This design comes from an exercise in tuning for a short achievable clock period and few clock cycles per item on the open sky130 flow, not from production work.
Function was checked by simulation only, so behaviour that the tests miss may differ from the original.
Power figures rest on the tool's default switching activity, not on a simulated workload.

`flow/config.mk`:
```
export PLATFORM = sky130hd
export DESIGN_NAME = agc_core
export DESIGN_NICKNAME = agc_core
export VERILOG_FILES = /design/flow/design.v
export SDC_FILE = /design/flow/constraint.sdc
export NUM_CORES = 4
export LEC_CHECK = 0
export CAP_MARGIN = 20
export CORE_MARGIN = 2
export CORE_UTILIZATION = 40
export PLACE_DENSITY = 0.55
export SETUP_SLACK_MARGIN = 3.0
export SLEW_MARGIN = 20
export SYNTH_HIERARCHICAL = 1
```
`flow/run.sh`:
```
#!/bin/bash
# synth_recipe.tcl (not shown) runs the flow's synth.tcl, then flattens the netlist and writes it again
# the make line also repeats each setting of config.mk as NAME=value (left out here)
make -C /OpenROAD-flow-scripts/flow DESIGN_CONFIG=/design/flow/config.mk WORK_HOME=/design/flow/orfs CLKGATE_MAP_FILE= SYNTH_SCRIPT=/design/flow/synth_recipe.tcl finish
```
`flow/design.v`:
```
`timescale 1ns/1ns
package agc_isa_pkg;
  typedef logic [16-1:0] agc_word_t;
  typedef logic [12-1:0] agc_addr_t;
  typedef union packed {
    struct packed {
      logic       spare;
      logic [2:0] opcode;
      agc_addr_t  addr;
    } basic;
    struct packed {
      logic       spare;
      logic [2:0] opcode;
      logic [1:0] qc;
      logic [9:0] eaddr;
    } quarter;
  } agc_instr_u;
  typedef enum logic [3:0] {
    op_nop,
    op_tc,
    op_tcf,
    op_ca,
    op_cs,
    op_ad,
    op_mask,
    op_ts,
    op_xch,
    op_incr
  } agc_op_e;
endpackage
`timescale 1ns/1ns
package agc_bus_pkg;
  typedef struct packed {
    logic [3:0]  op;     
    logic [11:0] addr;
  } agc_decoded_t;
  typedef struct packed {
    logic        enable;
    logic [11:0] addr;
    logic [15:0] data;
  } agc_write_t;
  typedef struct packed {
    logic        enable;
    logic [11:0] addr;
  } agc_fixed_req_t;
endpackage
`timescale 1ns/1ns
module agc_port_req
(
  input  logic        button_reset,
  input  agc_isa_pkg::agc_word_t rom_data,
  input  logic        fetched,      
  input  logic        busy,         
  input  agc_isa_pkg::agc_addr_t z_next,
  output logic [12:0] rom_req,
  output agc_isa_pkg::agc_addr_t reg_z
);
  logic addr_k;
  logic two_cycle;
  agc_decode_req u_dec (
    .instr_word (rom_data),
    .addr_k     (addr_k),
    .two_cycle  (two_cycle)
  );
  assign rom_req[12]   = button_reset & ~busy & ~(fetched & two_cycle);
  assign rom_req[11:0] = (fetched & addr_k) ? rom_data[11:0] : z_next;
  assign reg_z         = rom_req[11:0];
endmodule
module agc_fetch
(
  input  logic        raw_clk,
  input  logic        button_reset,
  input  agc_isa_pkg::agc_word_t rom_data,
  input  logic        fixed_load,
  input  logic        is_ad,
  output logic        fetched,      
  output logic        operand,      
  output logic        two_cycle,    
  output logic        busy,         
  output agc_isa_pkg::agc_addr_t z_next    
);
  logic        fetched_q;
  logic        operand_q;
  logic        busy_q;
  agc_isa_pkg::agc_addr_t p_q;
  logic        addr_k;
  logic        two_cycle_w;
  logic        fetch_now;
  agc_decode_req u_dec (
    .instr_word (rom_data),
    .addr_k     (addr_k),
    .two_cycle  (two_cycle_w)
  );
  assign fetched   = fetched_q;
  assign operand   = operand_q;
  assign busy      = busy_q;
  assign z_next    = p_q;
  assign two_cycle = fetched_q & two_cycle_w;
  assign fetch_now = ~busy_q & ~(fetched_q & (two_cycle_w | fixed_load));
  always_ff @(posedge raw_clk)
  begin
    if (!button_reset)
    begin
      fetched_q <= 1'b0;
      operand_q <= 1'b0;
      busy_q    <= 1'b0;
      p_q       <= 12'o2000;
    end
    else
    begin
      fetched_q <= fetch_now;
      operand_q <= fetched_q & fixed_load;
      busy_q    <= fetched_q & is_ad;
      if (fetch_now)
        p_q <= ((fetched_q & addr_k) ? rom_data[11:0] : p_q) + 1'b1;
    end
  end
endmodule
`timescale 1ns/1ns
module agc_decode_req
(
  input  agc_isa_pkg::agc_word_t instr_word,
  output logic        addr_k,      
  output logic        two_cycle    
);
  logic [2:0] opc;
  logic [1:0] qc;
  assign opc = instr_word[14:12];
  assign qc  = instr_word[11:10];
  assign addr_k = (opc != 3'd2) & (opc != 3'd5) & ((opc != 3'd1) | (qc != 2'd0));
  assign two_cycle = (((opc == 3'd3) | (opc == 3'd4) | (opc[2:1] == 2'b11)) & (qc == 2'd0)) |
                     ((opc == 3'd5) & (qc == 2'd3)) |
                     ((opc == 3'd2) & (qc == 2'd2) & (instr_word[9:0] == 10'd0));
endmodule
module agc_decode
(
  input  agc_isa_pkg::agc_word_t instr_word,
  output logic        fixed_load,  
  output logic        is_tc,
  output logic        is_ad,
  output logic        is_store,    
  output logic        is_incr,
  output logic        e_low,       
  output logic [63:0] e_hot        
);
  logic [2:0] opc;
  logic [1:0] qc;
  logic       is_load;
  assign opc = instr_word[14:12];
  assign qc  = instr_word[11:10];
  assign is_tc    = opc == 3'd0;
  assign is_ad    = opc == 3'd6;
  assign is_load  = (opc == 3'd3) | (opc == 3'd4) | (opc[2:1] == 2'b11);
  assign is_store = (opc == 3'd5) & qc[1];
  assign is_incr  = (opc == 3'd2) & (qc == 2'd2);
  assign fixed_load = is_load & (qc != 2'd0);
  assign e_low      = instr_word[9:6] == 4'd0;
  always_comb
    for (int j = 0; j < 64; j++)
      e_hot[j] = instr_word[5:0] == 6'(j);
endmodule
`timescale 1ns/1ns
module agc_ones_add
(
  input  agc_isa_pkg::agc_word_t a,
  input  agc_isa_pkg::agc_word_t b,
  output agc_isa_pkg::agc_word_t s
);
  logic [14:0] g [5];
  logic [14:0] p [5];
  logic [14:0] c;
  assign g[0] = a[14:0] & b[14:0];
  assign p[0] = a[14:0] ^ b[14:0];
  for (genvar k = 0; k < 4; k++)
  begin : g_level
    for (genvar i = 0; i < 15; i++)
    begin : g_bit
      localparam int j = (i - (1 << k) + 30) % 15;
      assign g[k+1][i] = g[k][i] | (p[k][i] & g[k][j]);
      assign p[k+1][i] = p[k][i] & p[k][j];
    end
  end
  for (genvar i = 0; i < 15; i++)
  begin : g_carry
    assign c[i] = g[4][(i + 14) % 15];
  end
  assign s[14:0] = p[0] ^ c;
  assign s[15]   = (a[14] == b[14]) && (s[14] != b[14]);
endmodule
module agc_port_a
(
  input  agc_isa_pkg::agc_word_t rom_data,
  input  agc_isa_pkg::agc_word_t a,
  input  logic        show_ca,      
  input  logic        show_cs,
  input  logic        show_mask,
  input  logic        show_a,
  output agc_isa_pkg::agc_word_t reg_a
);
  agc_isa_pkg::agc_word_t hi;       
  agc_isa_pkg::agc_word_t lo;       
  always_comb
  begin
    for (int i = 0; i < 15; i++)
    begin
      hi[i] = show_ca | ((show_mask | show_a) & a[i]);
      lo[i] = show_cs | (show_a & a[i]);
    end
    hi[15] = show_ca | (show_a & a[15]);
    lo[15] = show_a & a[15];
    for (int i = 0; i < 16; i++)
      reg_a[i] = rom_data[i] ? hi[i] : lo[i];
  end
endmodule
module agc_execute
(
  input  logic        raw_clk,
  input  logic        button_reset,
  input  logic        fetched,      
  input  logic        operand,      
  input  logic        two_cycle,    
  input  logic        busy,         
  input  agc_isa_pkg::agc_word_t rom_data,
  input  logic        fixed_load,
  input  agc_isa_pkg::agc_word_t word,     
  output agc_isa_pkg::agc_word_t reg_a,    
  output logic        show_ca,
  output logic        show_cs,
  output logic        show_mask,
  output logic        show_a
);
  agc_isa_pkg::agc_word_t a_q;
  agc_isa_pkg::agc_word_t m_q;          
  logic        ca_q;
  logic        cs_q;
  logic        mask_q;
  logic        show_a_q;
  agc_isa_pkg::agc_word_t sum;
  agc_isa_pkg::agc_word_t a_exec;
  agc_isa_pkg::agc_word_t a_oper;
  agc_isa_pkg::agc_word_t a_d;
  logic        oper_load;
  agc_ones_add u_add (
    .a (a_q),
    .b (operand ? rom_data : m_q),
    .s (sum)
  );
  always_comb
  begin
    case (rom_data[14:12])
      3'd2:    a_exec = a_q + 1'b1;               
      3'd4:    a_exec = {1'b0, ~word[14:0]};
      3'd6:    a_exec = a_q;                      
      3'd7:    a_exec = {1'b0, a_q[14:0] & word[14:0]};
      default: a_exec = word;                     
    endcase
  end
  always_comb
  begin
    a_oper = '0;
    if (ca_q)
      a_oper = rom_data;
    if (cs_q)
      a_oper = {1'b0, ~rom_data[14:0]};
    if (mask_q)
      a_oper = {1'b0, a_q[14:0] & rom_data[14:0]};
  end
  always_comb
  begin
    if (busy)
      a_d = sum;
    else if (operand)
      a_d = a_oper;
    else if (two_cycle)
      a_d = a_exec;
    else
      a_d = a_q;
  end
  assign oper_load = fetched & fixed_load;
  always_ff @(posedge raw_clk)
  begin
    if (!button_reset)
    begin
      a_q      <= '0;
      m_q      <= '0;
      ca_q     <= 1'b0;
      cs_q     <= 1'b0;
      mask_q   <= 1'b0;
      show_a_q <= 1'b1;
    end
    else
    begin
      a_q      <= a_d;
      m_q      <= word;
      ca_q     <= oper_load & (rom_data[14:12] == 3'd3);
      cs_q     <= oper_load & (rom_data[14:12] == 3'd4);
      mask_q   <= oper_load & (rom_data[14:12] == 3'd7);
      show_a_q <= ~oper_load | (rom_data[14:12] == 3'd6);
    end
  end
  assign reg_a     = a_q;
  assign show_ca   = ca_q;
  assign show_cs   = cs_q;
  assign show_mask = mask_q;
  assign show_a    = show_a_q;
endmodule
`timescale 1ns/1ns
module agc_erasable
(
  input  logic        raw_clk,
  input  logic        button_reset,
  input  logic        wr_enable,
  input  logic [63:0] wr_hot,      
  input  logic        wr_low,      
  input  logic        wr_store,    
  input  logic        wr_incr,     
  input  logic        wr_tc,       
  input  agc_isa_pkg::agc_word_t reg_a,
  input  agc_isa_pkg::agc_addr_t z_next,
  input  logic [63:0] rd_hot,
  input  logic        rd_low,
  output agc_isa_pkg::agc_word_t rd_data
);
  agc_isa_pkg::agc_word_t mem [64];
  agc_isa_pkg::agc_word_t view [64];
  always_ff @(posedge raw_clk)
  begin
    for (int j = 1; j < 64; j++)
    begin
      if (j != 12'd5)
      begin
        if (!button_reset)
          mem[j] <= '0;
        else if (wr_enable)
        begin
          if (j == 12'd2 && wr_tc)
            mem[j] <= 16'(z_next);
          else if (wr_low && wr_hot[j])
          begin
            if (wr_store)
              mem[j] <= reg_a;
            else if (wr_incr)
              mem[j] <= mem[j] + 1'b1;
          end
        end
      end
    end
  end
  always_comb
  begin
    for (int j = 0; j < 64; j++)
    begin
      if (j == 12'd0)
        view[j] = reg_a;
      else if (j == 12'd5)
        view[j] = 16'(z_next);
      else
        view[j] = mem[j];
    end
  end
  always_comb
  begin
    rd_data = '0;
    for (int j = 0; j < 64; j++)
      rd_data = rd_data | (view[j] & {16{rd_hot[j]}});
    rd_data = rd_data & {16{rd_low}};
  end
endmodule
`timescale 1ns/1ns
module agc_core
(
  input  logic        raw_clk,
  input  logic        button_reset,
  input  logic [15:0] rom_data,
  output logic [12:0] rom_req,
  output logic [15:0] reg_a,
  output logic [11:0] reg_z
);
  logic        fixed_load;
  logic        is_tc;
  logic        is_ad;
  logic        is_store;
  logic        is_incr;
  logic        e_low;
  logic [63:0] e_hot;
  logic        fetched;
  logic        operand;
  logic        two_cycle;
  logic        busy;
  agc_isa_pkg::agc_addr_t z_next;
  agc_isa_pkg::agc_word_t a_q;
  agc_isa_pkg::agc_word_t word;
  logic        show_ca;
  logic        show_cs;
  logic        show_mask;
  logic        show_a;
  agc_decode u_decode (
    .instr_word (rom_data),
    .fixed_load (fixed_load),
    .is_tc      (is_tc),
    .is_ad      (is_ad),
    .is_store   (is_store),
    .is_incr    (is_incr),
    .e_low      (e_low),
    .e_hot      (e_hot)
  );
  agc_fetch u_fetch (
    .raw_clk      (raw_clk),
    .button_reset (button_reset),
    .rom_data     (rom_data),
    .fixed_load   (fixed_load),
    .is_ad        (is_ad),
    .fetched      (fetched),
    .operand      (operand),
    .two_cycle    (two_cycle),
    .busy         (busy),
    .z_next       (z_next)
  );
  agc_execute u_execute (
    .raw_clk      (raw_clk),
    .button_reset (button_reset),
    .fetched      (fetched),
    .operand      (operand),
    .two_cycle    (two_cycle),
    .busy         (busy),
    .rom_data     (rom_data),
    .fixed_load   (fixed_load),
    .word         (word),
    .reg_a        (a_q),
    .show_ca      (show_ca),
    .show_cs      (show_cs),
    .show_mask    (show_mask),
    .show_a       (show_a)
  );
  agc_erasable u_erasable (
    .raw_clk      (raw_clk),
    .button_reset (button_reset),
    .wr_enable    (fetched),
    .wr_hot       (e_hot),
    .wr_low       (e_low),
    .wr_store     (is_store),
    .wr_incr      (is_incr),
    .wr_tc        (is_tc),
    .reg_a        (a_q),
    .z_next       (z_next),
    .rd_hot       (e_hot),
    .rd_low       (e_low),
    .rd_data      (word)
  );
  agc_port_req u_port_req (
    .button_reset (button_reset),
    .rom_data     (rom_data),
    .fetched      (fetched),
    .busy         (busy),
    .z_next       (z_next),
    .rom_req      (rom_req),
    .reg_z        (reg_z)
  );
  agc_port_a u_port_a (
    .rom_data  (rom_data),
    .a         (a_q),
    .show_ca   (show_ca),
    .show_cs   (show_cs),
    .show_mask (show_mask),
    .show_a    (show_a),
    .reg_a     (reg_a)
  );
endmodule
```
`flow/constraint.sdc`:
```
create_clock -name core_clock -period 6.0 [get_ports {raw_clk}]
set_input_delay 1.2000 -clock core_clock [delete_from_list [all_inputs] [get_ports {raw_clk}]]
set_output_delay 1.2000 -clock core_clock [all_outputs]
set_load 0.01 [all_outputs]
```
==> results of run 1 <==
-- sequential cells by signal (all words and copies together) (netlist names), 12 cells and up --
name            flops
u_execute.a_q      16
u_erasable.mem    992
u_fetch.p_q        12
u_execute.m_q      15
-- cell usage in the layout (no fill, tap or decap), types with 47 or more instances in the layout --
master / count
dfxtp_1: 1027
a21oi_1: 963
o21ai_0: 927
nor2_1: 804
nand2_1: 545
nor3_1: 413
nand3_1: 400
buf_4: 357
nand4_1: 261
a22oi_1: 226
a31oi_1: 202
and3_1: 201
a311oi_1: 187
clkbuf_16: 141
buf_6: 134
buf_12: 134
a22o_1: 110
a221oi_1: 103
a211oi_1: 103
diode_2: 101
o221a_2: 96
nor4_1: 82
nor3b_1: 78
inv_1: 78
ha_1: 74
o211ai_1: 64
o31ai_1: 58
a22oi_2: 52
mux2i_1: 47
-- power by group --
group          switching [mW]  internal [mW]  leakage, nW  total (mW)
Clock                    3.57           4.82         2.15        8.39
Sequential             0.0761           6.93         8.40        7.01
Combinational           0.880          0.442         16.0        1.32
-- worst paths after layout --
| check | from | end | slack [ns] | depth (start not counted) |
|---|---|---|---|---|
| worst max-delay path | rom_data[2] | u_execute.a_q[2]$_SDFFE_PN0P_ | 2.17 | 15 |
| worst min-delay path | u_erasable.mem[60][15]$_SDFFE_PN0P_ | u_erasable.mem[60][15]$_SDFFE_PN0P_ | 0.53 | 2 |
| worst max register to register | u_fetch.operand_q$_SDFF_PN0_ | u_execute.a_q[13]$_SDFFE_PN0P_ | 2.60 | 11 |
| worst min register to register | u_erasable.mem[60][15]$_SDFFE_PN0P_ | u_erasable.mem[60][15]$_SDFFE_PN0P_ | 0.53 | 2 |
-- stage by stage --
stage,total power [mW],instances,utilization,area [um^2],worst slack [ns]
detailed placement,8.13,10904,0.420,71000,0.0951
global placement,8.13,10904,0.420,71000,0.171
floorplan,7.68,9175,-,68300,2.28
finish,16.7,11557,0.490,82700,2.17
global route,16.9,11470,0.488,82500,2.25
CTS,16.5,11353,0.475,80300,2.33
-- critical path, cell delays in order --
cell	delay, ns
buf_12	0.11
buf_12	0.14
or4b_4	0.27
buf_6	0.12
nor2_4	0.03
buf_12	0.15
buf_12	0.15
a22o_1	0.25
a221oi_4	0.39
nand4_1	0.35
o31a_4	0.50
o2bb2ai_2	0.15
a211oi_2	0.26
a2111oi_2	0.08
o31ai_1	0.33
-- routing by layer --
layer / vias up / track usage / share of wire
li1: 35407 / - / -
met1: 43112 / 0.659 / 0.35
met2: 8837 / 0.730 / 0.36
met3: 2715 / 0.299 / 0.17
met4: 44 / 0.498 / 0.12
met5: - / 0.00445 / 0.0013
-- cell type report --
type | count | area (um^2) | area share
sequential | 1042 | 20900 | 0.253
timing repair buffer | 697 | 8130 | 0.0984
timing repair inverter | 1 | 11.3 | 0.000136
antenna | 101 | 253 | 0.00306
inverter | 81 | 338 | 0.00409
tap | 2218 | 2780 | 0.0336
clock inverter | 40 | 613 | 0.00741
multi-input combinational | 7190 | 45900 | 0.555
clock buffer | 187 | 3790 | 0.0458
-- timing repair --
action / CTS / global route
gates resized for setup: 852 / 282
pin swaps: 124 / 108
hold buffers: 0 / 0
endpoints found under the setup margin: 1077 / 504
buffers inserted: 210 / 84
hold endpoints to repair: 0 / 0
gates cloned: 12 / 19
==> results.json, run 1 <==
{
  "syn2layout_area_growth_pct": 21.8,
  "maxSlewViolCount": 0,
  "drtIter0Drc": 18021,
  "drtPass1Iterations": 10,
  "skew_ns": 0.0444,
  "grt_pass1_vias": 75176,
  "slew_headroom": 0.149,
  "fin_nets": 9240,
  "grt_use_total": 0.562,
  "cts.path.max_buffers": 3,
  "worst_pin_slew_ns": 1.28,
  "yosys_warnings": 16,
  "cts.clk_slew.worst_paths_ns": 0.06,
  "required_ns": 6.70,
  "drc": 0,
  "io_buffers": 58,
  "start_kind": "input port",
  "worstSetupPathType": "input port to flip-flop",
  "end_kind": "flip-flop",
  "viasPerCell": 7.80,
  "fp.dieH_um": 416,
  "cts_num_sinks": 1042,
  "die_x_um": 416,
  "fin_crit_ns": 3.83,
  "cp_max_fo": 7,
  "htreeDepth": 4,
  "insertion_delay_ns": 0.86,
  "whs_ns": 0.529,
  "finalHoldViolations": 0,
  "cts-root-buf": "clkbuf_16",
  "gp_congestion": 1.20,
  "drive_gt1_frac": 0.177,
  "drt-wirelength-per-cell_um": 45.1,
  "detail-route-antenna-nets": 0,
  "antenna_found_initial": 120,
  "grt_pass1_wl_um": 670000,
  "n_fill_cell": 16176,
  "status": "timing/DRC/antenna clean",
  "critPathArrivalTime_ns": 4.52,
  "fin_crit_sh": 0.638,
  "p_leak_nw": 26.5,
  "start_util": 0.402,
  "setup-tns-final_ns": 0,
  "grt-ovfl-total": 0,
  "numCtsBuffers": 130,
  "syn_avg_cell_area_um2": 7.40,
  "dr_total_vias": 90115,
  "synthesis.nets": 9272,
  "irDropWorstVdd_v": 0.000296,
  "dp_hpwl_um": 371000,
  "cts_tree": "done",
  "dieArea_um2": 173000,
  "pwr_density_cell_nw_per_um2": 202,
  "io_pins": 59,
  "hold_path.class": "flip-flop to flip-flop",
  "fmax_mhz": 261,
  "cap_violations": 0,
  "synthCells": 9175,
  "grt_max_degree": 172,
  "core_area_um2": 169000,
  "wl_um": 521000,
  "syn_area_um2": 67900,
  "setup_violations": 0,
  "rows": 151,
  "rsz0062_at_grt": "yes"
}
Testbench counts, summed over its fixed seeds: cycles 40,944, instructions 24,000.
==> inputs of run 2 (changes only) <==
--- a/flow/design.v
+++ b/flow/design.v
@@ -45,15 +45,50 @@
   } agc_fixed_req_t;
 endpackage
 `timescale 1ns/1ns
-module agc_port_req
+module agc_port_k
+#(
+  parameter int lo = 0,
+  parameter int hi = 11
+)
+(
+  input  agc_isa_pkg::agc_word_t rom_data,
+  input  logic        fetched,      
+  input  agc_isa_pkg::agc_addr_t z_next,
+  output logic [hi:lo] k_or_z
+);
+  always_comb
+    for (int i = lo; i <= hi; i++)
+      k_or_z[i] = fetched ? rom_data[i] : z_next[i];
+endmodule
+module agc_port_addr
+#(
+  parameter int lo = 0,
+  parameter int hi = 11
+)
+(
+  input  agc_isa_pkg::agc_word_t rom_data,
+  input  logic [hi:lo] k_or_z,
+  input  agc_isa_pkg::agc_addr_t z_next,
+  output logic [hi:lo] addr
+);
+  logic addr_k;
+  logic two_cycle;
+  agc_decode_req u_dec (
+    .instr_word (rom_data),
+    .addr_k     (addr_k),
+    .two_cycle  (two_cycle)
+  );
+  always_comb
+    for (int i = lo; i <= hi; i++)
+      addr[i] = addr_k ? k_or_z[i] : z_next[i];
+endmodule
+module agc_port_en
 (
   input  logic        button_reset,
   input  agc_isa_pkg::agc_word_t rom_data,
   input  logic        fetched,      
   input  logic        busy,         
-  input  agc_isa_pkg::agc_addr_t z_next,
-  output logic [12:0] rom_req,
-  output agc_isa_pkg::agc_addr_t reg_z
+  output logic        en
 );
   logic addr_k;
   logic two_cycle;
@@ -62,9 +97,7 @@
     .addr_k     (addr_k),
     .two_cycle  (two_cycle)
   );
-  assign rom_req[12]   = button_reset & ~busy & ~(fetched & two_cycle);
-  assign rom_req[11:0] = (fetched & addr_k) ? rom_data[11:0] : z_next;
-  assign reg_z         = rom_req[11:0];
+  assign en = button_reset & ~busy & ~(fetched & two_cycle);
 endmodule
 module agc_fetch
 (
@@ -212,6 +245,17 @@
       reg_a[i] = rom_data[i] ? hi[i] : lo[i];
   end
 endmodule
+module agc_amux
+(
+  input  agc_isa_pkg::agc_word_t word,
+  input  agc_isa_pkg::agc_word_t if_one,
+  input  agc_isa_pkg::agc_word_t if_zero,
+  output agc_isa_pkg::agc_word_t a_d
+);
+  always_comb
+    for (int i = 0; i < 16; i++)
+      a_d[i] = word[i] ? if_one[i] : if_zero[i];
+endmodule
 module agc_execute
 (
   input  logic        raw_clk,
@@ -236,8 +280,12 @@
   logic        mask_q;
   logic        show_a_q;
   agc_isa_pkg::agc_word_t sum;
-  agc_isa_pkg::agc_word_t a_exec;
   agc_isa_pkg::agc_word_t a_oper;
+  agc_isa_pkg::agc_word_t a_keep;
+  agc_isa_pkg::agc_word_t ex_one;
+  agc_isa_pkg::agc_word_t ex_zero;
+  agc_isa_pkg::agc_word_t if_one;
+  agc_isa_pkg::agc_word_t if_zero;
   agc_isa_pkg::agc_word_t a_d;
   logic        oper_load;
   agc_ones_add u_add (
@@ -247,16 +295,6 @@
   );
   always_comb
   begin
-    case (rom_data[14:12])
-      3'd2:    a_exec = a_q + 1'b1;               
-      3'd4:    a_exec = {1'b0, ~word[14:0]};
-      3'd6:    a_exec = a_q;                      
-      3'd7:    a_exec = {1'b0, a_q[14:0] & word[14:0]};
-      default: a_exec = word;                     
-    endcase
-  end
-  always_comb
-  begin
     a_oper = '0;
     if (ca_q)
       a_oper = rom_data;
@@ -268,14 +306,50 @@
   always_comb
   begin
     if (busy)
-      a_d = sum;
+      a_keep = sum;
     else if (operand)
-      a_d = a_oper;
-    else if (two_cycle)
-      a_d = a_exec;
+      a_keep = a_oper;
     else
-      a_d = a_q;
+      a_keep = a_q;
   end
+  always_comb
+  begin
+    case (rom_data[14:12])
+      3'd2:                                       
+      begin
+        ex_one  = a_q + 1'b1;
+        ex_zero = a_q + 1'b1;
+      end
+      3'd4:                                       
+      begin
+        ex_one  = 16'h0000;
+        ex_zero = 16'h7fff;
+      end
+      3'd6:                                       
+      begin
+        ex_one  = a_q;
+        ex_zero = a_q;
+      end
+      3'd7:                                       
+      begin
+        ex_one  = {1'b0, a_q[14:0]};
+        ex_zero = 16'h0000;
+      end
+      default:                                    
+      begin
+        ex_one  = 16'hffff;
+        ex_zero = 16'h0000;
+      end
+    endcase
+  end
+  assign if_one  = two_cycle ? ex_one : a_keep;
+  assign if_zero = two_cycle ? ex_zero : a_keep;
+  agc_amux u_amux (
+    .word    (word),
+    .if_one  (if_one),
+    .if_zero (if_zero),
+    .a_d     (a_d)
+  );
   assign oper_load = fetched & fixed_load;
   always_ff @(posedge raw_clk)
   begin
@@ -447,14 +521,50 @@
     .rd_low       (e_low),
     .rd_data      (word)
   );
-  agc_port_req u_port_req (
+  agc_isa_pkg::agc_addr_t req_k;
+  agc_isa_pkg::agc_addr_t z_k;
+  agc_port_k u_req_k (
+    .rom_data (rom_data),
+    .fetched  (fetched),
+    .z_next   (z_next),
+    .k_or_z   (req_k)
+  );
+  agc_port_k u_z_k (
+    .rom_data (rom_data),
+    .fetched  (fetched),
+    .z_next   (z_next),
+    .k_or_z   (z_k)
+  );
+  agc_port_addr #(.lo(0), .hi(5)) u_req_lo (
+    .rom_data (rom_data),
+    .k_or_z   (req_k[5:0]),
+    .z_next   (z_next),
+    .addr     (rom_req[5:0])
+  );
+  agc_port_addr #(.lo(6), .hi(11)) u_req_hi (
+    .rom_data (rom_data),
+    .k_or_z   (req_k[11:6]),
+    .z_next   (z_next),
+    .addr     (rom_req[11:6])
+  );
+  agc_port_addr #(.lo(0), .hi(5)) u_z_lo (
+    .rom_data (rom_data),
+    .k_or_z   (z_k[5:0]),
+    .z_next   (z_next),
+    .addr     (reg_z[5:0])
+  );
+  agc_port_addr #(.lo(6), .hi(11)) u_z_hi (
+    .rom_data (rom_data),
+    .k_or_z   (z_k[11:6]),
+    .z_next   (z_next),
+    .addr     (reg_z[11:6])
+  );
+  agc_port_en u_req_en (
     .button_reset (button_reset),
     .rom_data     (rom_data),
     .fetched      (fetched),
     .busy         (busy),
-    .z_next       (z_next),
-    .rom_req      (rom_req),
-    .reg_z        (reg_z)
+    .en           (rom_req[12])
   );
   agc_port_a u_port_a (
     .rom_data  (rom_data),
--- a/flow/config.mk
+++ b/flow/config.mk
@@ -7,8 +7,8 @@
 export LEC_CHECK = 0
 export CAP_MARGIN = 20
 export CORE_MARGIN = 2
-export CORE_UTILIZATION = 40
-export PLACE_DENSITY = 0.55
+export CORE_UTILIZATION = 55
+export PLACE_DENSITY = 0.7
 export SETUP_SLACK_MARGIN = 3.0
 export SLEW_MARGIN = 20
 export SYNTH_HIERARCHICAL = 1
==> results.json, run 2 <==
{
  "grt-ovfl-total": 425,
  "start_util": 0.556,
  "dp_hpwl_um": 313000,
  "grt_use_total": 0.822,
  "status": "stopped before the end",
  "endpoint_type": "output port",
  "io_buffers": 58,
  "syn_area_um2": 69000,
  "io_pins": 59,
  "firstError": "[ERROR GRT-0232] Routing congestion too high. Check the congestion heatmap in the GUI.",
  "yosys_warnings": 20,
  "gp_congestion": 1.30,
  "rows": 129,
  "cts-root-buf": "clkbuf_16",
  "numPlacedInstances": 10410,
  "place_ws_ns": 0.247,
  "synthesis.nets": 9369,
  "fp.dieH_um": 358,
  "stop_stage": "5_1_grt",
  "numCtsBuffers": 114,
  "grt_max_degree": 146,
  "cts.path.max_buffers": 3,
  "die_x_um": 358,
  "syn_avg_cell_area_um2": 7.44,
  "htreeDepth": 3,
  "synthCells": 9272,
  "grt_worst_setup_endpoint": "rom_req[3]"
}
## run 2: worst min path at each step
stage / from / endpoint / slack, ns / cells after the start
4_1_cts: u_erasable.mem[23][15]$_SDFFE_PN0P_ / u_erasable.mem[23][15]$_SDFFE_PN0P_ / 0.50 / 1
2_1_floorplan: u_erasable.mem[23][15]$_SDFFE_PN0P_ / u_erasable.mem[23][15]$_SDFFE_PN0P_ / 0.45 / 1
3_5_place_dp: u_erasable.mem[23][15]$_SDFFE_PN0P_ / u_erasable.mem[23][15]$_SDFFE_PN0P_ / 0.48 / 1
3_3_place_gp: u_erasable.mem[23][15]$_SDFFE_PN0P_ / u_erasable.mem[23][15]$_SDFFE_PN0P_ / 0.47 / 1
## run 2: power by group through the flow
stage	clock network [mW]	logic, mW	registers, mW
after floorplan	0	0.605	7.11
after global placement	0	0.961	7.15
after detailed placement	0	0.979	7.15
after CTS	7.27	1.19	7.00
## run 2: metrics by stage
step,cell area [um^2],util,hold slack (ns)
CTS,79700,0.642,0.496
detailed placement,71200,0.574,0.483
global placement,71200,0.574,0.472
floorplan,69600,-,0.447
## run 2: metal layers
layer  GRT usage  overflow
met1       0.841        31
met2       0.925       188
met3       0.741        46
met4       0.753       157
met5       0.519         3
## run 2: what timing repair did
item | in CTS
setup buffers | 214
pin swaps | 133
setup endpoints to repair | 1077
hold buffers | 0
gates resized for setup | 862
gates cloned | 21
Testbench counts of run 2, summed over its fixed seeds: cycles 40,944, instructions 24,000.
==> inputs of run 3 (changes only) <==
--- a/flow/design.v
+++ b/flow/design.v
@@ -143,7 +143,7 @@
     begin
       fetched_q <= fetch_now;
       operand_q <= fetched_q & fixed_load;
-      busy_q    <= fetched_q & is_ad;
+      busy_q    <= fetched_q & fixed_load & is_ad;
       if (fetch_now)
         p_q <= ((fetched_q & addr_k) ? rom_data[11:0] : p_q) + 1'b1;
     end
@@ -220,6 +220,62 @@
   assign s[14:0] = p[0] ^ c;
   assign s[15]   = (a[14] == b[14]) && (s[14] != b[14]);
 endmodule
+module agc_add_first
+(
+  input  agc_isa_pkg::agc_word_t a,
+  input  agc_isa_pkg::agc_word_t b,
+  output logic [14:0] p0,
+  output logic        g0_14,
+  output logic [14:0] g2,
+  output logic [14:0] p2
+);
+  logic [14:0] g [3];
+  logic [14:0] p [3];
+  assign g[0] = a[14:0] & b[14:0];
+  assign p[0] = a[14:0] ^ b[14:0];
+  for (genvar k = 0; k < 2; k++)
+  begin : g_level
+    for (genvar i = 0; i < 15; i++)
+    begin : g_bit
+      localparam int j = (i - (1 << k) + 30) % 15;
+      assign g[k+1][i] = g[k][i] | (p[k][i] & g[k][j]);
+      assign p[k+1][i] = p[k][i] & p[k][j];
+    end
+  end
+  assign p0    = p[0];
+  assign g0_14 = g[0][14];
+  assign g2    = g[2];
+  assign p2    = p[2];
+endmodule
+module agc_add_rest
+(
+  input  logic [14:0] p0,
+  input  logic        g0_14,
+  input  logic [14:0] g2,
+  input  logic [14:0] p2,
+  output agc_isa_pkg::agc_word_t s
+);
+  logic [14:0] g [5];
+  logic [14:0] p [5];
+  logic [14:0] c;
+  assign g[2] = g2;
+  assign p[2] = p2;
+  for (genvar k = 2; k < 4; k++)
+  begin : g_level
+    for (genvar i = 0; i < 15; i++)
+    begin : g_bit
+      localparam int j = (i - (1 << k) + 30) % 15;
+      assign g[k+1][i] = g[k][i] | (p[k][i] & g[k][j]);
+      assign p[k+1][i] = p[k][i] & p[k][j];
+    end
+  end
+  for (genvar i = 0; i < 15; i++)
+  begin : g_carry
+    assign c[i] = g[4][(i + 14) % 15];
+  end
+  assign s[14:0] = p0 ^ c;
+  assign s[15]   = ~p0[14] & (c[14] ^ g0_14);
+endmodule
 module agc_port_a
 (
   input  agc_isa_pkg::agc_word_t rom_data,
@@ -228,6 +284,8 @@
   input  logic        show_cs,
   input  logic        show_mask,
   input  logic        show_a,
+  input  logic        show_sum,     
+  input  agc_isa_pkg::agc_word_t sum,
   output agc_isa_pkg::agc_word_t reg_a
 );
   agc_isa_pkg::agc_word_t hi;       
@@ -236,11 +294,11 @@
   begin
     for (int i = 0; i < 15; i++)
     begin
-      hi[i] = show_ca | ((show_mask | show_a) & a[i]);
-      lo[i] = show_cs | (show_a & a[i]);
+      hi[i] = show_ca | ((show_mask | show_a) & a[i]) | (show_sum & sum[i]);
+      lo[i] = show_cs | (show_a & a[i]) | (show_sum & sum[i]);
     end
-    hi[15] = show_ca | (show_a & a[15]);
-    lo[15] = show_a & a[15];
+    hi[15] = show_ca | (show_a & a[15]) | (show_sum & sum[15]);
+    lo[15] = (show_a & a[15]) | (show_sum & sum[15]);
     for (int i = 0; i < 16; i++)
       reg_a[i] = rom_data[i] ? hi[i] : lo[i];
   end
@@ -271,14 +329,25 @@
   output logic        show_ca,
   output logic        show_cs,
   output logic        show_mask,
-  output logic        show_a
+  output logic        show_a,
+  output logic        show_sum,
+  output agc_isa_pkg::agc_word_t sum_e
 );
   agc_isa_pkg::agc_word_t a_q;
-  agc_isa_pkg::agc_word_t m_q;          
   logic        ca_q;
   logic        cs_q;
   logic        mask_q;
   logic        show_a_q;
+  logic        show_sum_q;
+  logic        ad_e;                 
+  logic [14:0] ad_p0_q;              
+  logic        ad_g0_q;
+  logic [14:0] ad_g2_q;
+  logic [14:0] ad_p2_q;
+  logic [14:0] ad_p0;
+  logic        ad_g0;
+  logic [14:0] ad_g2;
+  logic [14:0] ad_p2;
   agc_isa_pkg::agc_word_t sum;
   agc_isa_pkg::agc_word_t a_oper;
   agc_isa_pkg::agc_word_t a_keep;
@@ -290,7 +359,7 @@
   logic        oper_load;
   agc_ones_add u_add (
     .a (a_q),
-    .b (operand ? rom_data : m_q),
+    .b (rom_data),
     .s (sum)
   );
   always_comb
@@ -309,6 +378,8 @@
       a_keep = sum;
     else if (operand)
       a_keep = a_oper;
+    else if (show_sum_q)
+      a_keep = sum_e;
     else
       a_keep = a_q;
   end
@@ -350,26 +421,50 @@
     .if_zero (if_zero),
     .a_d     (a_d)
   );
+  agc_add_first u_ad_first (
+    .a     (a_q),
+    .b     (word),
+    .p0    (ad_p0),
+    .g0_14 (ad_g0),
+    .g2    (ad_g2),
+    .p2    (ad_p2)
+  );
+  agc_add_rest u_ad_rest (
+    .p0    (ad_p0_q),
+    .g0_14 (ad_g0_q),
+    .g2    (ad_g2_q),
+    .p2    (ad_p2_q),
+    .s     (sum_e)
+  );
+  assign ad_e      = two_cycle & (rom_data[14:12] == 3'd6);
   assign oper_load = fetched & fixed_load;
   always_ff @(posedge raw_clk)
   begin
     if (!button_reset)
     begin
       a_q      <= '0;
-      m_q      <= '0;
       ca_q     <= 1'b0;
       cs_q     <= 1'b0;
       mask_q   <= 1'b0;
       show_a_q <= 1'b1;
+      show_sum_q <= 1'b0;
+      ad_p0_q  <= '0;
+      ad_g0_q  <= 1'b0;
+      ad_g2_q  <= '0;
+      ad_p2_q  <= '0;
     end
     else
     begin
       a_q      <= a_d;
-      m_q      <= word;
       ca_q     <= oper_load & (rom_data[14:12] == 3'd3);
       cs_q     <= oper_load & (rom_data[14:12] == 3'd4);
       mask_q   <= oper_load & (rom_data[14:12] == 3'd7);
-      show_a_q <= ~oper_load | (rom_data[14:12] == 3'd6);
+      show_a_q <= (~oper_load | (rom_data[14:12] == 3'd6)) & ~ad_e;
+      show_sum_q <= ad_e;
+      ad_p0_q  <= ad_p0;
+      ad_g0_q  <= ad_g0;
+      ad_g2_q  <= ad_g2;
+      ad_p2_q  <= ad_p2;
     end
   end
   assign reg_a     = a_q;
@@ -377,6 +472,7 @@
   assign show_cs   = cs_q;
   assign show_mask = mask_q;
   assign show_a    = show_a_q;
+  assign show_sum  = show_sum_q;
 endmodule
 `timescale 1ns/1ns
 module agc_erasable
@@ -468,6 +564,8 @@
   logic        show_cs;
   logic        show_mask;
   logic        show_a;
+  logic        show_sum;
+  agc_isa_pkg::agc_word_t sum_e;
   agc_decode u_decode (
     .instr_word (rom_data),
     .fixed_load (fixed_load),
@@ -504,7 +602,9 @@
     .show_ca      (show_ca),
     .show_cs      (show_cs),
     .show_mask    (show_mask),
-    .show_a       (show_a)
+    .show_a       (show_a),
+    .show_sum     (show_sum),
+    .sum_e        (sum_e)
   );
   agc_erasable u_erasable (
     .raw_clk      (raw_clk),
@@ -573,6 +673,8 @@
     .show_cs   (show_cs),
     .show_mask (show_mask),
     .show_a    (show_a),
+    .show_sum  (show_sum),
+    .sum       (sum_e),
     .reg_a     (reg_a)
   );
 endmodule
--- a/flow/config.mk
+++ b/flow/config.mk
@@ -7,8 +7,8 @@
 export LEC_CHECK = 0
 export CAP_MARGIN = 20
 export CORE_MARGIN = 2
-export CORE_UTILIZATION = 55
-export PLACE_DENSITY = 0.7
+export CORE_UTILIZATION = 40
+export PLACE_DENSITY = 0.55
 export SETUP_SLACK_MARGIN = 3.0
 export SLEW_MARGIN = 20
 export SYNTH_HIERARCHICAL = 1
==> results.json, run 3 <==
{
  "dp_hpwl_um": 369000,
  "p_sw_mw": 4.80,
  "drtIter0Drc": 17510,
  "utilization": 0.500,
  "detail-route-antenna-nets": 0,
  "grt-ovfl-total": 0,
  "worstSetupPathType": "input port to flip-flop",
  "power.total_mw": 17.5,
  "cts.path.max_buffers": 3,
  "clockPowerShare": 0.494,
  "grt_pass1_wl_um": 686000,
  "cts-root-buf": "clkbuf_16",
  "die_x_um": 424,
  "cts_num_sinks": 1074,
  "skew_ns": 0.0424,
  "fin_crit_ns": 3.77,
  "fin_nets": 9717,
  "top_register": "u_erasable.mem",
  "io_pins": 59,
  "dieArea_um2": 180000,
  "irDropWorstVdd_v": 0.000281,
  "fin_crit_sh": 0.628,
  "cts_tree": "done",
  "final_cell_mix": "dfxtp_1, a21oi_1, o21ai_0, nor2_1, nand2_1",
  "hold_path.class": "flip-flop to flip-flop",
  "fin_cells": 12141,
  "slew_headroom": 0.192,
  "htreeDepth": 4,
  "top_regs": "u_erasable.mem (992), u_execute.a_q (16)",
  "rsz0062_at_grt": "yes",
  "p_comb_frac": 0.094,
  "switching_share": 0.274,
  "synthesis.nets": 9567,
  "required_ns": 6.74,
  "p_leak_nw": 29.0,
  "wl_um": 524000,
  "worst_pin_slew_ns": 1.21,
  "synthCells": 9455,
  "start_util": 0.402,
  "gp_congestion": 1.17,
  "critPathArrivalTime_ns": 4.50,
  "status": "timing/DRC/antenna clean",
  "syn2layout_area_growth_pct": 24.4,
  "grt_pass1_vias": 78634,
  "rows": 154,
  "drtPass1Iterations": 12,
  "drive_gt1_frac": 0.206,
  "dr_total_vias": 92402,
  "end_kind": "flip-flop",
  "cap_violations": 0,
  "drc": 0,
  "fmax_mhz": 266,
  "syn_area_um2": 70600,
  "start_kind": "input port",
  "placed_cell_area_um2": 74400,
  "largest_reg_flops": 992,
  "viasPerCell": 7.61,
  "ctsHoldBuffers": 0,
  "grt_use_total": 0.550,
  "cp_max_fo": 5,
  "setup_violations": 0,
  "insertion_delay_ns": 0.86,
  "yosys_warnings": 26,
  "finalHoldViolations": 0,
  "fp.dieH_um": 424,
  "io_buffers": 58,
  "grt_max_degree": 174,
  "numCtsBuffers": 134,
  "cts.clk_slew.worst_paths_ns": 0.06,
  "numPlacedInstances": 11381,
  "final_common_cell": "dfxtp_1",
  "maxSlewViolCount": 0,
  "syn_avg_cell_area_um2": 7.47,
  "core_area_um2": 176000,
  "p_int_mw": 12.7,
  "setup_ws_ns": 2.23,
  "power_frac_seq": 0.413,
  "place_ws_ns": -0.284,
  "pwr_density_cell_nw_per_um2": 199,
  "drt-wirelength-per-cell_um": 43.2,
  "n_fill_cell": 16845,
  "final_area_um2": 87900,
  "antenna_found_initial": 104
}
## run 3: through the flow
stage          setup TNS [ns]  hold WS, ns
2_1_floorplan               0        0.447
3_3_place_gp           -0.553        0.473
3_5_place_dp           -0.586        0.478
4_1_cts                     0        0.486
5_1_grt                     0        0.509
6_report                    0        0.499
## run 3: worst max-delay path, stage by stage
cell       delay, ns
buf_8           0.08
buf_12          0.13
buf_6           0.10
buf_6           0.11
buf_4           0.11
nand4bb_4       0.20
nor2_4          0.06
buf_12          0.15
a22oi_2         0.29
nand4_1         0.36
or4_1           0.61
o31a_1          0.28
buf_12          0.15
ha_4            0.25
a21oi_4         0.15
o21ai_1         0.07
and2_1          0.15
## run 3: final timing paths
check	start	end	slack, ns	cells after the start
worst max-delay path	rom_data[2]	u_execute.ad_g2_q[2]$_SDFF_PN0_	2.23	17
worst min-delay path	u_erasable.mem[23][15]$_SDFFE_PN0P_	u_erasable.mem[23][15]$_SDFFE_PN0P_	0.50	1
worst max register to register	u_execute.a_q[5]$_SDFF_PN0_	u_execute.a_q[12]$_SDFF_PN0_	2.50	11
worst min register to register	u_erasable.mem[23][15]$_SDFFE_PN0P_	u_erasable.mem[23][15]$_SDFFE_PN0P_	0.50	1
## run 3: final cells by class
cell class / instances / area (um^2) / area share
Antenna cell: 92 / 230 / 0.00262
Clock buffer: 201 / 3940 / 0.0448
Clock inverter: 39 / 583 / 0.00664
Inverter: 73 / 292 / 0.00332
Multi-Input combinational cell: 7444 / 48600 / 0.553
Sequential cell: 1074 / 21600 / 0.246
Tap cell: 2340 / 2930 / 0.0333
Timing Repair Buffer: 878 / 9720 / 0.111
## run 3: power by group through the flow
stage	sequential, mW	combinational (mW)	clock [mW]
finish	7.22	1.64	8.64
global route	7.22	1.66	8.87
CTS	7.22	1.49	8.59
detailed placement	7.39	1.23	0
global placement	7.39	1.22	0
floorplan	7.35	0.723	0
## run 3: metal layers
layer  share of wire  GRT usage  wire length (um)
met1            0.35      0.648            184000
met2            0.37      0.722            194000
met3            0.17      0.290             86800
met4            0.11      0.465             58000
met5          0.0014     0.0108               731
## run 3: timing repair
| action | 4_1_cts | 5_1_grt |
|---|---|---|
| setup buffers | 330 | 62 |
| pin swaps | 218 | 144 |
| gates cloned | 27 | 9 |
| setup endpoints to repair | 1110 | 414 |
| gates resized for setup | 1031 | 266 |
Testbench counts of run 3, summed over its fixed seeds: cycles 38,349, instructions 24,000.
==> inputs of run 4 (changes only) <==
--- a/flow/config.mk
+++ b/flow/config.mk
@@ -7,8 +7,8 @@
 export LEC_CHECK = 0
 export CAP_MARGIN = 20
 export CORE_MARGIN = 2
-export CORE_UTILIZATION = 40
-export PLACE_DENSITY = 0.55
+export CORE_UTILIZATION = 33
+export PLACE_DENSITY = 0.48
 export SETUP_SLACK_MARGIN = 3.0
 export SLEW_MARGIN = 20
 export SYNTH_HIERARCHICAL = 1
==> results.json, run 4 <==
{
  "grt_use_total": 0.496,
  "dp_hpwl_um": 401000,
  "grt-ovfl-total": 0,
  "yosys_warnings": 26,
  "fin_cells": 12666,
  "crit_chain": "buf_12 -> buf_12 -> buf_12 -> or4b_4 -> nor2_4 -> buf_12 -> buf_6 -> buf_8 -> buf_8 -> buf_4 -> a222oi_1 -> nand3_1 -> nor3_2 -> buf_4 -> a21boi_4 -> buf_6 -> mux2_4 -> and2_4",
  "cts_num_sinks": 1074,
  "numCtsBuffers": 140,
  "p_leak_nw": 29.7,
  "antenna_found_initial": 141,
  "grt_max_degree": 181,
  "grt_pass1_wl_um": 735000,
  "p_int_mw": 12.8,
  "drtIter0Drc": 16609,
  "power.total_mw": 17.8,
  "die_x_um": 467,
  "syn2layout_area_growth_pct": 27.6,
  "fmax_mhz": 267,
  "max_stage_delay_ns": 0.52,
  "rows": 169,
  "fin_crit_ns": 3.75,
  "final_common_cell": "dfxtp_1",
  "start_kind": "input port",
  "required_ns": 6.74,
  "insertion_delay_ns": 0.87,
  "path_buf_inv": 10,
  "end_kind": "flip-flop",
  "syn_avg_cell_area_um2": 7.47,
  "drc": 0,
  "whs_ns": 0.523,
  "irDropWorstVdd_v": 0.000315,
  "finalHoldViolations": 0,
  "hold_path.class": "flip-flop to flip-flop",
  "slew_headroom": 0.207,
  "ctsHoldBuffers": 0,
  "dieArea_um2": 218000,
  "cpMostUsedCell": "buf_12",
  "start_util": 0.333,
  "final_cell_mix": "dfxtp_1, a21oi_1, o21ai_0, nor2_1, nand2_1",
  "grt_pass1_vias": 78179,
  "skew_ns": 0.0482,
  "detail-route-antenna-nets": 0,
  "status": "timing/DRC/antenna clean",
  "viasPerCell": 7.27,
  "cts-root-buf": "clkbuf_16",
  "io_pins": 59,
  "worstSetupPathType": "input port to flip-flop",
  "htreeDepth": 4,
  "numPlacedInstances": 11920,
  "final_area_um2": 90100,
  "fp.dieH_um": 467,
  "critPathArrivalTime_ns": 4.49,
  "io_buffers": 58,
  "worst_pin_slew_ns": 1.18,
  "power_frac_seq": 0.406,
  "crit_family": "buffers and inverters",
  "pwr_density_cell_nw_per_um2": 197,
  "synthesis.nets": 9567,
  "top_register": "u_erasable.mem",
  "fin_nets": 9772,
  "setup_violations": 0,
  "drtPass1Iterations": 9,
  "rsz0062_at_grt": "yes",
  "drive_gt1_frac": 0.212,
  "cts.clk_slew.worst_paths_ns": 0.06,
  "wl_um": 571000,
  "dr_total_vias": 92144,
  "cp_max_fo": 5,
  "largest_reg_flops": 992,
  "multiInputGateArea_um2": 48900,
  "clockPowerShare": 0.498,
  "p_sw_mw": 4.95,
  "synthCells": 9455,
  "cts.path.max_buffers": 3,
  "cts_tree": "done",
  "seq_area_um2": 21600,
  "core_area_um2": 212000,
  "maxSlewViolCount": 0,
  "drt-wirelength-per-cell_um": 45.1,
  "placed_cell_area_um2": 75700,
  "cap_violations": 0,
  "gp_congestion": 1.12,
  "fin_crit_sh": 0.625,
  "switching_share": 0.278,
  "syn_area_um2": 70600,
  "n_fill_cell": 21315,
  "cp_slowest_cell": "a222oi_1",
  "p_comb_frac": 0.095,
  "top_regs": "u_erasable.mem (992), u_execute.a_q (16)"
}
-- run 4: layout make-up --
class	count	area share
tap	2821	0.0392
clock buffer	213	0.0471
sequential	1074	0.239
inverter	73	0.00335
multi-input combinational	7445	0.542
timing repair buffer	926	0.122
antenna	80	0.00222
clock inverter	34	0.00453
-- run 4: metal layers --
metal	up-vias	GRT usage	share of wire
met3	1957	0.192	0.14
met2	7603	0.676	0.39
met5	-	0	0.0012
li1	36955	-	-
met1	45554	0.628	0.38
met4	75	0.361	0.092
-- run 4: worst register-to-register path: stages, from the launching register on --
cell	delay (ns)
dfxtp_1	0.30
buf_4	0.42
ha_1	0.41
a21oi_2	0.27
o21ai_1	0.19
a221oi_2	0.36
nand2_1	0.15
xor2_1	0.20
a32oi_2	0.27
o221ai_1	0.24
mux2_4	0.33
and2_4	0.16
-- run 4: through the flow --
step,setup TNS (ns),setup WS (ns),utilization
finish,0,2.25,0.425
global placement,-1.66,-0.273,0.357
detailed placement,-1.35,-0.200,0.357
CTS,0,2.38,0.411
global route,0,2.26,0.424
floorplan,0,2.27,-
-- run 4: power by group through the flow --
stage	Combinational [mW]	Clock, mW	Sequential, mW
after floorplan	0.723	0	7.35
after global placement	1.28	0	7.39
after detailed placement	1.29	0	7.39
after CTS	1.54	8.84	7.22
after global routing	1.72	9.16	7.22
final	1.69	8.87	7.23
-- run 4: final timing paths --
check,start,end,slack (ns),depth (start not counted)
worst max-delay path,rom_data[4],u_execute.a_q[15]$_SDFF_PN0_,2.25,18
worst min-delay path,u_erasable.mem[35][15]$_SDFFE_PN0P_,u_erasable.mem[35][15]$_SDFFE_PN0P_,0.52,2
worst max register to register,u_execute.a_q[7]$_SDFF_PN0_,u_execute.a_q[3]$_SDFF_PN0_,2.60,11
worst min register to register,u_erasable.mem[35][15]$_SDFFE_PN0P_,u_erasable.mem[35][15]$_SDFFE_PN0P_,0.52,2
-- run 4: repair_timing --
action / in CTS / in global routing
pin swaps: 209 / 166
cloned: 31 / 15
hold endpoints to repair: 0 / 0
buffers inserted: 260 / 112
setup endpoints to repair: 1108 / 588
gates resized for setup: 1071 / 300
==> inputs of run 5 (changes only) <==
--- a/flow/design.v
+++ b/flow/design.v
@@ -305,6 +305,7 @@
 endmodule
 module agc_amux
 (
+  input  logic        button_reset,
   input  agc_isa_pkg::agc_word_t word,
   input  agc_isa_pkg::agc_word_t if_one,
   input  agc_isa_pkg::agc_word_t if_zero,
@@ -312,7 +313,7 @@
 );
   always_comb
     for (int i = 0; i < 16; i++)
-      a_d[i] = word[i] ? if_one[i] : if_zero[i];
+      a_d[i] = word[i] ? (button_reset & if_one[i]) : (button_reset & if_zero[i]);
 endmodule
 module agc_execute
 (
@@ -416,6 +417,7 @@
   assign if_one  = two_cycle ? ex_one : a_keep;
   assign if_zero = two_cycle ? ex_zero : a_keep;
   agc_amux u_amux (
+    .button_reset (button_reset),
     .word    (word),
     .if_one  (if_one),
     .if_zero (if_zero),
@@ -439,32 +441,31 @@
   assign ad_e      = two_cycle & (rom_data[14:12] == 3'd6);
   assign oper_load = fetched & fixed_load;
   always_ff @(posedge raw_clk)
+    a_q <= a_d;
+  always_ff @(posedge raw_clk)
+  begin
+    ad_p0_q <= ad_p0;
+    ad_g0_q <= ad_g0;
+    ad_g2_q <= ad_g2;
+    ad_p2_q <= ad_p2;
+  end
+  always_ff @(posedge raw_clk)
   begin
     if (!button_reset)
     begin
-      a_q      <= '0;
-      ca_q     <= 1'b0;
-      cs_q     <= 1'b0;
-      mask_q   <= 1'b0;
-      show_a_q <= 1'b1;
+      ca_q       <= 1'b0;
+      cs_q       <= 1'b0;
+      mask_q     <= 1'b0;
+      show_a_q   <= 1'b1;
       show_sum_q <= 1'b0;
-      ad_p0_q  <= '0;
-      ad_g0_q  <= 1'b0;
-      ad_g2_q  <= '0;
-      ad_p2_q  <= '0;
     end
     else
     begin
-      a_q      <= a_d;
-      ca_q     <= oper_load & (rom_data[14:12] == 3'd3);
-      cs_q     <= oper_load & (rom_data[14:12] == 3'd4);
-      mask_q   <= oper_load & (rom_data[14:12] == 3'd7);
-      show_a_q <= (~oper_load | (rom_data[14:12] == 3'd6)) & ~ad_e;
+      ca_q       <= oper_load & (rom_data[14:12] == 3'd3);
+      cs_q       <= oper_load & (rom_data[14:12] == 3'd4);
+      mask_q     <= oper_load & (rom_data[14:12] == 3'd7);
+      show_a_q   <= (~oper_load | (rom_data[14:12] == 3'd6)) & ~ad_e;
       show_sum_q <= ad_e;
-      ad_p0_q  <= ad_p0;
-      ad_g0_q  <= ad_g0;
-      ad_g2_q  <= ad_g2;
-      ad_p2_q  <= ad_p2;
     end
   end
   assign reg_a     = a_q;
==> results.json, run 5 <==
{
  "power.total_mw": 18.2,
  "dieArea_um2": 217000,
  "grt_max_degree": 181,
  "antenna_found_initial": 121,
  "dr_total_vias": 92439,
  "htreeDepth": 4,
  "worstSetupPathType": "input port to flip-flop",
  "clockPowerShare": 0.505,
  "start_kind": "input port",
  "maxSlewViolCount": 0,
  "cts-root-buf": "clkbuf_16",
  "core_area_um2": 212000,
  "drive_gt1_frac": 0.215,
  "placed_cell_area_um2": 75200,
  "grt_pass1_vias": 76967,
  "drc": 0,
  "cts_num_sinks": 1074,
  "grt-ovfl-total": 0,
  "rows": 169,
  "insertion_delay_ns": 0.86,
  "finalHoldViolations": 0,
  "numCtsBuffers": 141,
  "max_stage_delay_ns": 0.34,
  "pwr_density_cell_nw_per_um2": 201,
  "fin_crit_sh": 0.611,
  "grt_use_total": 0.490,
  "setup_violations": 0,
  "irDropWorstVdd_v": 0.000298,
  "cap_violations": 0,
  "min_path_cells": 2,
  "switching_share": 0.283,
  "worst-path-stages": 17,
  "grt_pass1_wl_um": 726000,
  "dp_hpwl_um": 409000,
  "cpMostUsedCell": "buf_12",
  "detail-route-antenna-nets": 0,
  "ff2ff_path_depth": 13,
  "crit_chain": "buf_16 -> buf_12 -> buf_12 -> nand4bb_4 -> nor2_4 -> buf_12 -> buf_12 -> a22o_4 -> a221oi_2 -> buf_4 -> nand4_1 -> buf_4 -> nor3_4 -> a21boi_4 -> ha_4 -> a21oi_4 -> o21ai_1",
  "slew_headroom": 0.198,
  "cts_tree": "done",
  "wl_um": 575000,
  "final_area_um2": 90300,
  "p_sw_mw": 5.14,
  "p_leak_nw": 29.6,
  "critPathArrivalTime_ns": 4.38,
  "start_util": 0.332,
  "p_comb_frac": 0.097,
  "cts.clk_slew.worst_paths_ns": 0.06,
  "status": "timing/DRC/antenna clean",
  "syn_avg_cell_area_um2": 7.45,
  "drt-wirelength-per-cell_um": 45.4,
  "top_regs": "u_erasable.mem (992), u_execute.a_q (16)",
  "power_frac_seq": 0.398,
  "die_x_um": 466,
  "fp.dieH_um": 466,
  "cp_slowest_cell": "nand4_1",
  "rsz0062_at_grt": "yes",
  "hold_path.class": "flip-flop to flip-flop",
  "syn_area_um2": 70300,
  "end_kind": "flip-flop",
  "cp_max_fo": 6,
  "fmax_mhz": 273,
  "top_register": "u_erasable.mem",
  "place_ws_ns": -0.176,
  "yosys_warnings": 26,
  "skew_ns": 0.0370,
  "largest_reg_flops": 992,
  "io_pins": 59,
  "path_buf_inv": 7,
  "p_int_mw": 13.0,
  "synthesis.nets": 9546,
  "fin_crit_ns": 3.66,
  "final_cell_mix": "dfxtp_1, a21oi_1, o21ai_0, nor2_1, nand2_1",
  "worst_pin_slew_ns": 1.20,
  "viasPerCell": 7.30,
  "fin_nets": 9766,
  "cts.path.max_buffers": 3,
  "syn2layout_area_growth_pct": 28.4,
  "drtPass1Iterations": 11,
  "io_buffers": 58,
  "final_common_cell": "dfxtp_1",
  "gp_congestion": 1.14,
  "setup_ws_ns": 2.34,
  "crit_family": "buffers and inverters",
  "required_ns": 6.71,
  "synthCells": 9434,
  "drtIter0Drc": 16225
}
==> run 5: repair_timing <==
action | CTS | global route
endpoints found under the setup margin | 1108 | 413
gates cloned | 18 | 31
resized for setup | 986 | 421
pin swaps | 189 | 176
setup buffers | 237 | 164
hold buffers | 0 | 0
==> run 5: stage by stage <==
step | hold slack [ns] | instances | utilization | setup TNS (ns)
floorplan | 0.447 | 9434 | - | 0
global placement | 0.505 | 11880 | 0.355 | -0.554
detailed placement | 0.518 | 11882 | 0.355 | -0.372
CTS | 0.531 | 12392 | 0.407 | 0
global route | 0.556 | 12592 | 0.425 | 0
finish | 0.540 | 12664 | 0.426 | 0
==> run 5: area by class of cell <==
type                    count  area, um^2
multi-input cells        7425       48700
clock buffers             194        4070
repair buffers            940       11200
clock inverters            61         778
inverters                  72         294
well taps                2821        3530
flip-flops and latches   1074       21600
fillers                 21425      122000
diodes                     77         193
==> run 5: worst reg2reg max path, stage by stage, from the launching register on <==
cell	delay, ns
dfxtp_1	0.31
buf_4	0.41
ha_1	0.33
nand2_1	0.15
o21ai_0	0.45
a221oi_2	0.17
o21bai_1	0.23
xor2_1	0.17
nand2_1	0.06
o21ai_0	0.14
nand2_2	0.18
a22oi_2	0.28
mux2i_1	0.11
nor2b_1	0.14
==> run 5: layer usage <==
layer	vias to the layer above	track usage	share of wire
li1	36900	-	-
met1	45463	0.621	0.38
met3	2137	0.179	0.14
met2	7901	0.663	0.38
met5	-	0	0.00070
met4	38	0.389	0.10
==> run 5: path summary, 6_finish.rpt <==
path                                         to                               start  slack (ns)
max                u_execute.ad_g2_q[1]$_DFF_P_                         rom_data[4]        2.34
min          u_erasable.mem[26][9]$_SDFFE_PN0P_  u_erasable.mem[26][9]$_SDFFE_PN0P_        0.54
min reg2reg  u_erasable.mem[26][9]$_SDFFE_PN0P_  u_erasable.mem[26][9]$_SDFFE_PN0P_        0.54
max reg2reg            u_execute.a_q[6]$_DFF_P_           u_execute.a_q[11]$_DFF_P_        2.80
==> run 5: power by group through the flow <==
stage	sequential [mW]	clock (mW)	combinational [mW]
6_report	7.23	9.18	1.75
5_1_grt	7.23	9.46	1.78
4_1_cts	7.23	9.17	1.56
3_5_place_dp	7.40	0	1.31
3_3_place_gp	7.40	0	1.31
2_1_floorplan	7.35	0	0.736
Testbench counts of run 5, summed over its fixed seeds: cycles 38,349, instructions 24,000.

-- port drivers added, routing unchanged --
The flow's constraints put no driver on any port. The routed layouts listed below were extracted and timed again, unchanged, in two steps. Step 1 sets driving cells, clkbuf_16 on the clock port and buf_2 on the other inputs (assumed; they add their load-dependent delay and slew). Step 2 adds t to the input delays and takes it off the output delays; t is the mean of the earliest and latest rising clock arrival at the registers after step 1. Input paths then give back, and output paths get back, about the clock's delay inside the block. Three values: no drivers, after step 1, after step 2; two values: the first two.
| run | t (ns) | setup slack, ns | worst setup path at the end | pins driven straight from the clock port |
|---|---|---|---|---|
| run 1 | 0.943 | 2.174 / 2.109 / 1.284 | input to register | 1 |
| run 3 | 0.932 | 2.235 / 2.198 / 1.341 | input to register | 1 |
| run 4 | 0.930 | 2.252 / 2.275 / 1.360 | input to register | 1 |
| run 5 | 0.947 | 2.335 / 2.291 / 1.404 | input to register | 1 |
After both steps every run listed still meets setup and hold. The setup slack of run 5, which loses most, moves by -0.044 ns with the drivers and by -0.931 ns with both steps.
